From an optimization exercise on the open Yosys and OpenROAD flow, aimed at small area and a short achievable clock period; shortcuts taken in it are not production practice. Where RTL was checked, it was by simulation tests only, not by an equivalence proof against the original. No activity file was given, so power comes from the tool's default toggle rates.

== zinc ==
==> flow/design.v (excerpt) <==
module bfp_quant_top
(
  input  logic                     clk,
  input  logic                     reset_i,
  input  logic                     in_valid_i,
  input  logic [block_size_lp*fp_width_lp-1:0]   block_i,
  output logic                                   out_valid_o,
  output logic [exp_width_lp-1:0]                shared_exp_o,
  output logic [block_size_lp*code_width_lp-1:0] codes_o
);
Size: roughly 4700 cells after synthesis, roughly 1200 I/O pins, ~0.025 mm2 of cells after synthesis.
clock: 10.0 ns
lec_check: 0
abc_area: 1
cap_margin: 20
core_area: 5 5 445 445
die_area: 0 0 450 450
place_density: 0.85
setup_slack_margin: 2.5
slew_margin: 20
standard.sh (not shown) runs the stock make flow with config.mk's settings and CLKGATE_MAP_FILE= SYNTH_SCRIPT=/design/flow/synth_recipe.tcl, a recipe that flattens the netlist after the stock synthesis.
==> flow/flow/run.sh <==
#!/bin/bash
# The standard layout (the standard.sh: standard synthesis script,
# floorplan, placement, CTS, routing) with two changes:
# - synthesis leaves adders to abc: ADDER_MAP_FILE is empty, so Yosys's
#   extract_fa pass does not turn the small subtracts into half/full adder
#   cells (registers, names and flip-flop cells are unchanged);
# - the buffer that placement puts on every input and output port is
#   sky130_fd_sc_hd__buf_1 instead of the default delay cell
#   (clkdlybuf4s50_1). Every port still gets its own buffer.
# standard.sh writes each tool's log under orfs/logs; its own output goes
# to standard.log here.
set -euo pipefail
export ADDER_MAP_FILE=
export BUFFER_PORTS_ARGS="-buffer_cell sky130_fd_sc_hd__buf_1"
bash standard.sh > standard.log 2>&1
No stage failed in zinc, and the final checks on the layout all came back clean.
For violet, these inputs were changed with respect to zinc:
Settings: ABC_AREA changed from 1 to 0; SETUP_SLACK_MARGIN changed from 2.5 to 3.
Notes after the runs:
Detailed-route wire length on metal 1 in violet vs zinc: up 7.1%. The higher non-clock buffer total of the final layout came out of violet. Setup WNS zinc -> violet: worse. Summary — post-detailed-routing wire length, violet relative to zinc: higher, by 31 mm.
Setup changes, violet to raven
Settings: ABC_AREA: 0 -> 1.
[summary]
raven: full flow OK, the timing, DRC and antenna checks passed
violet vs raven, most frequent standard cell in the layout excluding fill and tap cells: buf_1 vs nand2_1
Of the two values seen for largest family of logic cells by synthesized area, simple AND/OR/NAND/NOR gates was produced by raven and compound AO/OA/AOI/OAI gates by violet.
From violet to raven the numbers moved as follows: final-layout clock buffer total went down by 6, post-route minimum period went down by 1.71 ns, non-clock buffer count went down by 229.
For juniper, these inputs were changed with respect to raven:
Settings: SETUP_SLACK_MARGIN: 3 -> 3.5.
Findings:
Going from raven to juniper, number of setup buffers added after CTS grows by 32. Looking at total number of vias, juniper sits 6.4% higher than raven does. [juniper vs raven] area growth from synthesis to layout: higher in juniper. When the final numbers for juniper and raven were put side by side, the logic gate share of total power turned out to be smaller in raven. Wire length of the first global-routing pass was lower in the run labelled raven. There was hardly any difference in placed wire-length estimate between juniper and raven. A capturing instance or port of the critical path of u_result.codes_o[84] is what juniper shows, while u_result.codes_o[54] belongs to raven. Compared with raven, juniper has extra setup slack.
Input changes introduced in lagoon (baseline for comparison: juniper):
Settings: SETUP_SLACK_MARGIN now 3, was 3.5; TNS_END_PERCENT now 5, previously not set.
==> run summary <==
Compared with juniper, via count of the first global-routing pass in lagoon decreased slightly. Diff lagoon..juniper | worst hold slack | negligible. On share of final-layout standard cells stronger than drive strength 1, the higher figure sits with juniper, not lagoon. Detailed route, lagoon vs juniper: via total lower for lagoon. Taking juniper as the reference, in lagoon power decreased by about 15% relative to the old numbers; internal portion of total power decreased by about 16% relative to the old numbers; worst setup slack decreased by 0.064 ns relative to the old numbers. Compared to juniper, lagoon has part of the power in the clock network 3.5 points higher. lagoon vs juniper: combinational-cell power consumption down by more than 10%. Going from juniper to lagoon, switching power of the nets shrank by more than 10%. On fraction of area in registers: lagoon sits above juniper.
diff inputs: lagoon => indigo
Settings: a deleted TNS_END_PERCENT that had been 5; an added GPL_TIMING_DRIVEN of 0; a change of PLACE_DENSITY from 0.85 to 0.95.
--- outcome ---
On critical path data arrival time: between lagoon and indigo, it ends up higher for indigo. Combinational share of power up 2.9 points in indigo wrt lagoon. indigo vs lagoon: final worst setup slack down. The power drawn by the combinational cells in lagoon is 0.909 times that in indigo. Of lagoon and indigo, the run reporting the higher final instance count without filler cells was lagoon. Reported for lagoon and indigo, clock tree buffer depth turned out identical to the last digit. lagoon has a higher final cell area excluding filler cells than indigo.

========
v6:
Another version of the RTL of bfp_quant_top (not shown whole).
For scale: about 4200 cells after synthesis, about 200 flip-flops, about 0.021 mm² of cells after synthesis.
export LEC_CHECK = 0
export ABC_AREA = 1
export CAP_MARGIN = 20
export CORE_AREA = 5 5 445 445
export DIE_AREA = 0 0 450 450
export SLEW_MARGIN = 20
create_clock -name core_clock -period 10.0 [get_ports {clk}]
Scripts as last shown in full above: flow/flow/run.sh
What the final checks of v6 revealed, after a flow that finished every stage, was a layout that fails on setup timing.
Input changes introduced in v7 (baseline for comparison: v6):
Settings: clearing ABC_AREA, which used to be 1.
==> flow/run.sh (new file) <==
#!/bin/bash
# synth_recipe.tcl (not shown) runs the flow's synth.tcl, then flattens the netlist and writes it again
# the make line also repeats each setting of config.mk as NAME=value (left out here)
make -C /OpenROAD-flow-scripts/flow DESIGN_CONFIG=/design/flow/config.mk WORK_HOME=/design/flow/orfs CLKGATE_MAP_FILE= SYNTH_SCRIPT=/design/flow/synth_recipe.tcl finish
removed: flow/flow/run.sh
removed: flow/standard.sh
==> comparison <==
- v7: flow complete, layout not clean; failing: setup timing
- For share of final layout cell area taken by clock buffers and inverters, v6 and v7 come out practically identical.
- Flip-flop and latch power (v7 vs. v6) decreases by a little under 10%
- Combinational power across v7 and v6: no real change.
- Higher final critical delay including setup and external delays among v7 and v6: v7
- On v7: met2 routed wirelength is about 9% lower than what v6 gave.
- Sort v7 and v6 by worst-case hold slack asc -> top: v7
- Where total number of vias is concerned, v6 is outperformed by v7.
- Going from v6 to v7, post-route total power shrank slightly.
- Area occupied by registers: v7 vs v6 identical
- v7 vs v6 on adder-cell area share of the yosys netlist: v7 is the higher one.
No functional check of the RTL was part of any run of this note.

========
Another version of the RTL of bfp_quant_top (not shown whole).
Size in the first run: ~5600 cells after synthesis, about 260 flip-flops.
export LEC_CHECK = 0
export ABC_AREA = 1
export CAP_MARGIN = 20
export CORE_AREA = 5 5 445 445
export DIE_AREA = 0 0 450 450
export SLEW_MARGIN = 20
create_clock -name core_clock -period 10.0 [get_ports {clk}]
==> flow/flow/run.sh <==
#!/bin/bash
# The standard layout (the standard.sh: standard synthesis script,
# floorplan, placement, CTS, routing) with two changes:
# - synthesis leaves adders to abc: ADDER_MAP_FILE is empty, so Yosys's
#   extract_fa pass does not turn the small subtracts into half/full adder
#   cells (registers, names and flip-flop cells are unchanged);
# - the buffer that placement puts on every input and output port is
#   sky130_fd_sc_hd__buf_1 instead of the default delay cell
#   (clkdlybuf4s50_1). Every port still gets its own buffer.
# standard.sh writes each tool's log under orfs/logs; its own output goes
# to standard.log here.
set -euo pipefail
export ADDER_MAP_FILE=
export BUFFER_PORTS_ARGS="-buffer_cell sky130_fd_sc_hd__buf_1"
bash standard.sh > standard.log 2>&1
==> next run, changes <==
==> flow/flow/run.sh (replaced) <==
#!/bin/bash
# The standard layout (the standard.sh: standard synthesis, floorplan,
# placement, CTS, routing), with one change: the buffer that placement puts
# on every input and output port is sky130_fd_sc_hd__buf_1 instead of the
# cell buffer_ports picks by default (clkdlybuf4s50_1, a slow delay cell).
# Every port still gets its own buffer.
set -euo pipefail
export BUFFER_PORTS_ARGS="-buffer_cell sky130_fd_sc_hd__buf_1"
bash standard.sh > standard.log 2>&1
- ABC_AREA: 1 -> default
Effect: Hold slack gains 0.19 ns. Combinational power is higher by 34%. Synthesized cell count drops by 37%. Via count fell by 21%. Total power came out higher by 24%. Count of clock-buffer cells in the layout falls by 3. Register-to-register slack loses 0.17 ns. Critical path depth goes down by 6. Final cell count went down by 24%. Global-route usage falls by 1.6 points.
==> next run, changes <==
- ABC_AREA: default -> 1
Outcome:
- register-to-register slack gains 0.27 ns
- sequential power barely changes
- non-clock buffer count falls by 54
- wire length goes up by 13%
- maximum frequency goes up by 4.1%
No run of this note included a check of the RTL's function; only the layout flow was run.

========
Another version of the RTL of bfp_quant_top (not shown whole).
Size in the first run: about 4700 cells after synthesis, roughly 1200 I/O pins.
Settings: LEC_CHECK=0, ABC_AREA=1, CAP_MARGIN=20, CORE_AREA=5 5 445 445, DIE_AREA=0 0 450 450, PLACE_DENSITY=0.95, SLEW_MARGIN=20; clock period 10.0 ns.
==> flow/flow/run.sh <==
#!/bin/bash
# The standard layout (the standard.sh: standard synthesis script,
# floorplan, placement, CTS, routing) with two changes:
# - synthesis leaves adders to abc: ADDER_MAP_FILE is empty, so Yosys's
#   extract_fa pass does not turn the small subtracts into half/full adder
#   cells (registers, names and flip-flop cells are unchanged);
# - the buffer that placement puts on every input and output port is
#   sky130_fd_sc_hd__buf_1 instead of the default delay cell
#   (clkdlybuf4s50_1). Every port still gets its own buffer.
# standard.sh writes each tool's log under orfs/logs; its own output goes
# to standard.log here.
set -euo pipefail
export ADDER_MAP_FILE=
export BUFFER_PORTS_ARGS="-buffer_cell sky130_fd_sc_hd__buf_1"
bash standard.sh > standard.log 2>&1
The first run finished with timing, DRC and antenna clean.
Then changed:
Settings changed: SETUP_SLACK_MARGIN set to 3.
What happened: The changed run passed the timing, DRC and antenna checks; fmax came out higher by 13%; total power came out higher by 2.2%; synthesized area stays the same; routed wire length came out higher by 0.92%; utilization came out higher by 0.48 points; register-to-register slack is about the same; sequential share of layout area came out lower by 0.32 points.

========
bfp_quant_top again, from the RTL that the note above started with.
// bfp_quant_top
module bfp_quant_top
(
  input  logic                     clk,
  input  logic                     reset_i,
  input  logic                     in_valid_i,
  input  logic [block_size_lp*fp_width_lp-1:0]   block_i,
  output logic                                   out_valid_o,
  output logic [exp_width_lp-1:0]                shared_exp_o,
  output logic [block_size_lp*code_width_lp-1:0] codes_o
);
export LEC_CHECK = 0
export ABC_AREA = 1
export CAP_MARGIN = 20
export CORE_AREA = 5 5 445 445
export DIE_AREA = 0 0 450 450
export PLACE_DENSITY = 0.95
export SETUP_SLACK_MARGIN = 5
export SLEW_MARGIN = 20
create_clock -name core_clock -period 10.0 [get_ports {clk}]
Scripts as last shown in full above: flow/flow/run.sh
The baseline ran to the end with no violations.
Then changed:
- PLACE_DENSITY: 0.95 -> 0.85
- SETUP_SLACK_MARGIN: 5 -> not set
Outcome:
- global-route usage goes down by 1.7 points
- final cell count goes down by 2.0%
- worst hold slack degrades by 0.0082 ns
- utilization is lower by 3.1 points
- routed wire length shrinks by 9.9%
- via count drops by 9.5%
- clock-buffer cell count goes down by 2

========
Another version of the RTL of bfp_quant_top (not shown whole).
Size in the first run: roughly 5,000 cells after synthesis, roughly 30,000 sq um of cells after synthesis.
export LEC_CHECK = 0
export ABC_AREA = 1
export CAP_MARGIN = 20
export CORE_AREA = 5 5 445 445
export DIE_AREA = 0 0 450 450
export PLACE_DENSITY = 0.85
export SETUP_SLACK_MARGIN = 3
export SLEW_MARGIN = 20
create_clock -name core_clock -period 10.0 [get_ports {clk}]
Scripts as last shown in full above: flow/flow/run.sh
The starting point ran to the end with no violations.
Edit:
==> flow/flow/run.sh (replaced) <==
#!/bin/bash
# The standard layout (the standard.sh: standard synthesis, floorplan,
# placement, CTS, routing), with one change: the buffer that placement puts
# on every input and output port is sky130_fd_sc_hd__buf_1 instead of the
# cell buffer_ports picks by default (clkdlybuf4s50_1, a slow delay cell).
# Every port still gets its own buffer.
set -euo pipefail
export BUFFER_PORTS_ARGS="-buffer_cell sky130_fd_sc_hd__buf_1"
bash standard.sh > standard.log 2>&1
Settings changed: PLACE_DENSITY 0.85 to not set, SETUP_SLACK_MARGIN 3 to not set.
After rerunning: Die area is unchanged; routed wire length falls slightly; critical path depth rose by 1; global-route usage goes up by 0.21 points; power shrinks by a few percent; via count decreases by roughly a tenth; first-iteration DRC count came out lower by a quarter to a third.
Function was not checked in any run of this note: the RTL went through the layout flow alone.

========
== JK ==
bfp_quant_top, a different RTL version from the one above (not shown whole).
Size: ~4100 cells after synthesis, ~1200 I/O pins, about 30000 um2 of cells after synthesis.
clock: 10.0 ns
lec_check: 0
cap_margin: 20
core_area: 5 5 445 445
die_area: 0 0 450 450
setup_slack_margin: 4
slew_margin: 20
run.sh (not shown) runs the stock make flow with config.mk's settings and CLKGATE_MAP_FILE= SYNTH_SCRIPT=/design/flow/synth_recipe.tcl, a recipe that flattens the netlist after the stock synthesis.
Stock flow here: none of the scripts above is used.
JK finished every step from synthesis to the final layout, and the layout passed the timing, DRC and antenna checks.
Setup changes, JK to MS
Settings: SETUP_SLACK_MARGIN now 2, was 4; DIE_AREA now 0 0 420 420, was 0 0 450 450; CORE_AREA now 5 5 415 415, was 5 5 445 445.
Findings:
- MS vs JK, total inserted antenna cells went down by 42.
- Between MS and JK, the difference in worst endpoint required time is negligible.
- Worst-margin pin slew delta for MS relative to JK: 15 ps higher
- Least setup slack across all paths after layout up 150 ps in MS wrt JK
- Wire: MS routes less than JK
- Timing-limited maximum frequency for MS: about 1.7% up relative to JK
- As of MS, count of clock-buffer cells in the layout had risen by more than 10% compared to JK.
Changes in AL relative to MS:
Settings: removing CORE_AREA (formerly 5 5 415 415); setting CORE_UTILIZATION to 40 for the first time; setting CORE_MARGIN to 2 for the first time; removing SETUP_SLACK_MARGIN (formerly 2); removing DIE_AREA (formerly 0 0 420 420).
Findings:
- 3_2_place_iop: AL exited with error
- MS completed; timing, DRC and antenna clean
- Re synthesized area per cell: no difference whatsoever between MS and AL.
- Comparing MS against AL, there is no change at all in synthesized-area fraction occupied by ao, oa, aoi and oai cells.
- ~same flop and latch count out of synthesis in AL and MS
- Changes observed in AL relative to MS: post-synthesis share of cell area spent on and, or, nand and nor gates now sits at about the same level, y dimension of the die now sits lower, chip width now sits lower, count of standard-cell rows now sits lower.
- The starting utilization of the core area of AL exceeds that of MS by 22 points.
- Diff AL..MS | net count of the mapped netlist | negligible
Inputs modified between AL and TR:
Settings: removing CORE_UTILIZATION (formerly 40); setting DIE_AREA to 0 0 450 450 for the first time; removing CORE_MARGIN (formerly 2); setting CORE_AREA to 5 5 445 445 for the first time.
--- outcome ---
Of TR and AL, only AL never reached the final stage. AL never completed; the flow aborted with a tool error in 3_2_place_iop. Reported for TR and AL, area after synthesis turned out identical to the last digit. From AL to TR, synthesized area per cell did not move at all. Summary of TR over AL: horizontal die dimension +about 60%, synthesized instance count held steady. What TR reported for die height has to be multiplied by 0.62 to get the figure for AL. Diff TR..AL | number of synthesized flops with an enable pin | unchanged. Looking at starting density of the core across TR and AL, the one that comes out higher is AL. From AL to TR, total nets after synthesis did not move at all. Between TR and AL, the count of standard-cell rows is lower for AL.

========
bfp_quant_top, a different RTL version from the one above (not shown whole).
Size: roughly 4500 cells after synthesis, roughly 200 flip-flops, about 1200 I/O pins.
==> flow/design.v (excerpt) <==
module bfp_quant_top
(
  input  logic                     clk,
  input  logic                     reset_i,
  input  logic                     in_valid_i,
  input  logic [block_size_lp*fp_width_lp-1:0]   block_i,
  output logic                                   out_valid_o,
  output logic [exp_width_lp-1:0]                shared_exp_o,
  output logic [block_size_lp*code_width_lp-1:0] codes_o
);
  logic [block_size_lp-1:0][exp_width_lp-1:0]  exps;
  logic [block_size_lp-1:0][3:0]               dst;
  logic [exp_width_lp-1:0]                     max_exp;
  logic [block_size_lp*code_width_lp-1:0]      codes;
  for (genvar i = 0; i < block_size_lp; i++) begin : g_exp
    assign exps[i] = block_i[fp_width_lp*i + frac_width_lp +: exp_width_lp];
  end
  bfp_exp_decode #(.n_p(block_size_lp)) u_decode (
    .exp_i     (exps),
    .max_exp_o (max_exp),
    .dist_o    (dst)
  );
  for (genvar i = 0; i < block_size_lp; i++) begin : g_word
    logic [mag_width_lp-1:0] sel;
    logic [mag_width_lp-1:0] mag;
    bfp_shift_decode u_sel (
      .dist_i ({dst[i][3] & |exps[i], dst[i][2:0]}),
      .sel_o  (sel)
    );
    bfp_align_execute u_shift (
      .mag_i ({1'b1, block_i[fp_width_lp*i + frac_width_lp - mag_width_lp + 1 +: mag_width_lp - 1]}),
      .sel_i (sel),
      .mag_o (mag)
    );
    assign codes[code_width_lp*i +: code_width_lp] = {block_i[fp_width_lp*i + fp_width_lp - 1], mag};
  ...
export LEC_CHECK = 0
export ABC_AREA = 1
export CAP_MARGIN = 20
export CORE_AREA = 5 5 445 445
export DIE_AREA = 0 0 450 450
export GPL_TIMING_DRIVEN = 0
export SLEW_MARGIN = 20
create_clock -name core_clock -period 10.0 [get_ports {clk}]
standard.sh (not shown) runs the stock make flow with config.mk's settings and CLKGATE_MAP_FILE= SYNTH_SCRIPT=/design/flow/synth_recipe.tcl, a recipe that flattens the netlist after the stock synthesis.
==> flow/flow/run.sh <==
#!/bin/bash
# The standard layout (the standard.sh: standard synthesis script,
# floorplan, placement, CTS, routing) with two changes:
# - synthesis leaves adders to abc: ADDER_MAP_FILE is empty, so Yosys's
#   extract_fa pass does not turn the small subtracts into half/full adder
#   cells (registers, names and flip-flop cells are unchanged);
# - the buffer that placement puts on every input and output port is
#   sky130_fd_sc_hd__buf_1 instead of the default delay cell
#   (clkdlybuf4s50_1). Every port still gets its own buffer.
# standard.sh writes each tool's log under orfs/logs; its own output goes
# to standard.log here.
set -euo pipefail
export ADDER_MAP_FILE=
export BUFFER_PORTS_ARGS="-buffer_cell sky130_fd_sc_hd__buf_1"
bash standard.sh > standard.log 2>&1
Rerun with:
Settings changed: GPL_TIMING_DRIVEN 0 to unset.
The changed run ran to the end with no violations.
Combinational power is higher by a few percent.
Global-route usage decreases by 2.6 points.
Core utilization rose by 0.52 points.
Clock power goes down by roughly a tenth.
Synthesized cell count is unchanged.
Hold slack is about the same.
Sequential power goes down slightly.
Via count decreases by a few percent.
Routed wire length is lower by roughly a tenth.
Power rose slightly.
No run of this note included a check of the RTL's function; only the layout flow was run.

## separate check: timing with driven ports
In the flow no input, the clock included, has a driving cell. The finished layouts below were timed again as built, in two steps. Step 1, drivers: a clkbuf_16 drives clk and a buf_2 each remaining input, both assumed. Step 2 times the ports against the registers' clock, not the clock port: input delays grow and output delays shrink by t, the midpoint of the rising clock arrivals with the driver on. Three values: ideal ports, drivers, drivers and shift; two values: the first two.
run | t, ns | setup WS [ns] | hold slack, ns | pins driven straight from the clock port
zinc | 0.616 | 2.633 / 2.618 / 2.002 | 0.482 / 0.482 / 0.482 | 1
violet | 0.642 | 1.336 / 1.294 / 0.652 | 0.463 / 0.463 / 0.463 | 1
raven | 0.619 | 3.042 / 2.981 / 2.362 | 0.482 / 0.482 / 0.482 | 1
juniper | 0.617 | 3.128 / 3.021 / 2.404 | 0.481 / 0.481 / 0.481 | 1
lagoon | 0.619 | 3.064 / 2.972 / 2.353 | 0.481 / 0.481 / 0.481 | 1
indigo | 0.641 | 2.961 / 2.880 / 2.239 | 0.488 / 0.488 / 0.488 | 1
v6 | 0.691 | -0.047 / -0.142 / -0.833 | 0.463 / 0.463 / 0.463 | 1
v7 | 0.672 | -3.531 / -3.665 / -4.338 | 0.447 / 0.447 / 0.447 | 1
the first run of note 3 | 0.658 | 0.558 / 0.485 / 1.143 | 0.999 / 0.999 / 0.999 | 1
the second run of note 3 | 0.648 | 0.276 / 0.223 / 0.300 | 1.184 / 1.184 / 1.184 | 1
the third run of note 3 | 0.668 | 0.658 / 0.583 / 0.328 | 0.929 / 0.929 / 0.929 | 1
the first run of note 4 | 0.621 | 2.159 / 2.131 / 1.510 | 0.487 / 0.487 / 0.487 | 1
the second run of note 4 | 0.623 | 3.034 / 2.951 / 2.327 | 0.484 / 0.484 / 0.484 | 1
the first run of note 5 | 0.633 | 3.246 / 3.158 / 2.525 | 0.490 / 0.490 / 0.490 | 1
the second run of note 5 | 0.619 | 1.956 / 1.931 / 1.312 | 0.482 / 0.482 / 0.482 | 1
the first run of note 6 | 0.681 | 2.376 / 2.306 / 2.684 | 0.805 / 0.805 / 0.805 | 1
the second run of note 6 | 0.646 | 0.755 / 0.796 / 0.150 | 0.767 / 0.767 / 0.767 | 1
JK | 0.649 | 0.703 / 0.636 / 1.285 | 0.454 / 0.454 / 0.454 | 1
MS | 0.655 | 0.855 / 0.795 / 1.349 | 0.457 / 0.457 / 0.457 | 1
TR | 0.637 | 0.118 / 0.059 / -0.142 | 0.461 / 0.461 / 0.461 | 1
the first run of note 8 | 0.671 | 0.399 / 0.347 / -0.324 | 0.474 / 0.474 / 0.474 | 1
the second run of note 8 | 0.685 | 1.278 / 1.221 / 0.536 | 0.472 / 0.472 / 0.472 | 1
Met with ideal ports but missed after step 2: setup timing in TR and the first run of note 8. For v7, which loses most, drivers alone change the setup slack by -0.134 ns; drivers and shift together by -0.807 ns.
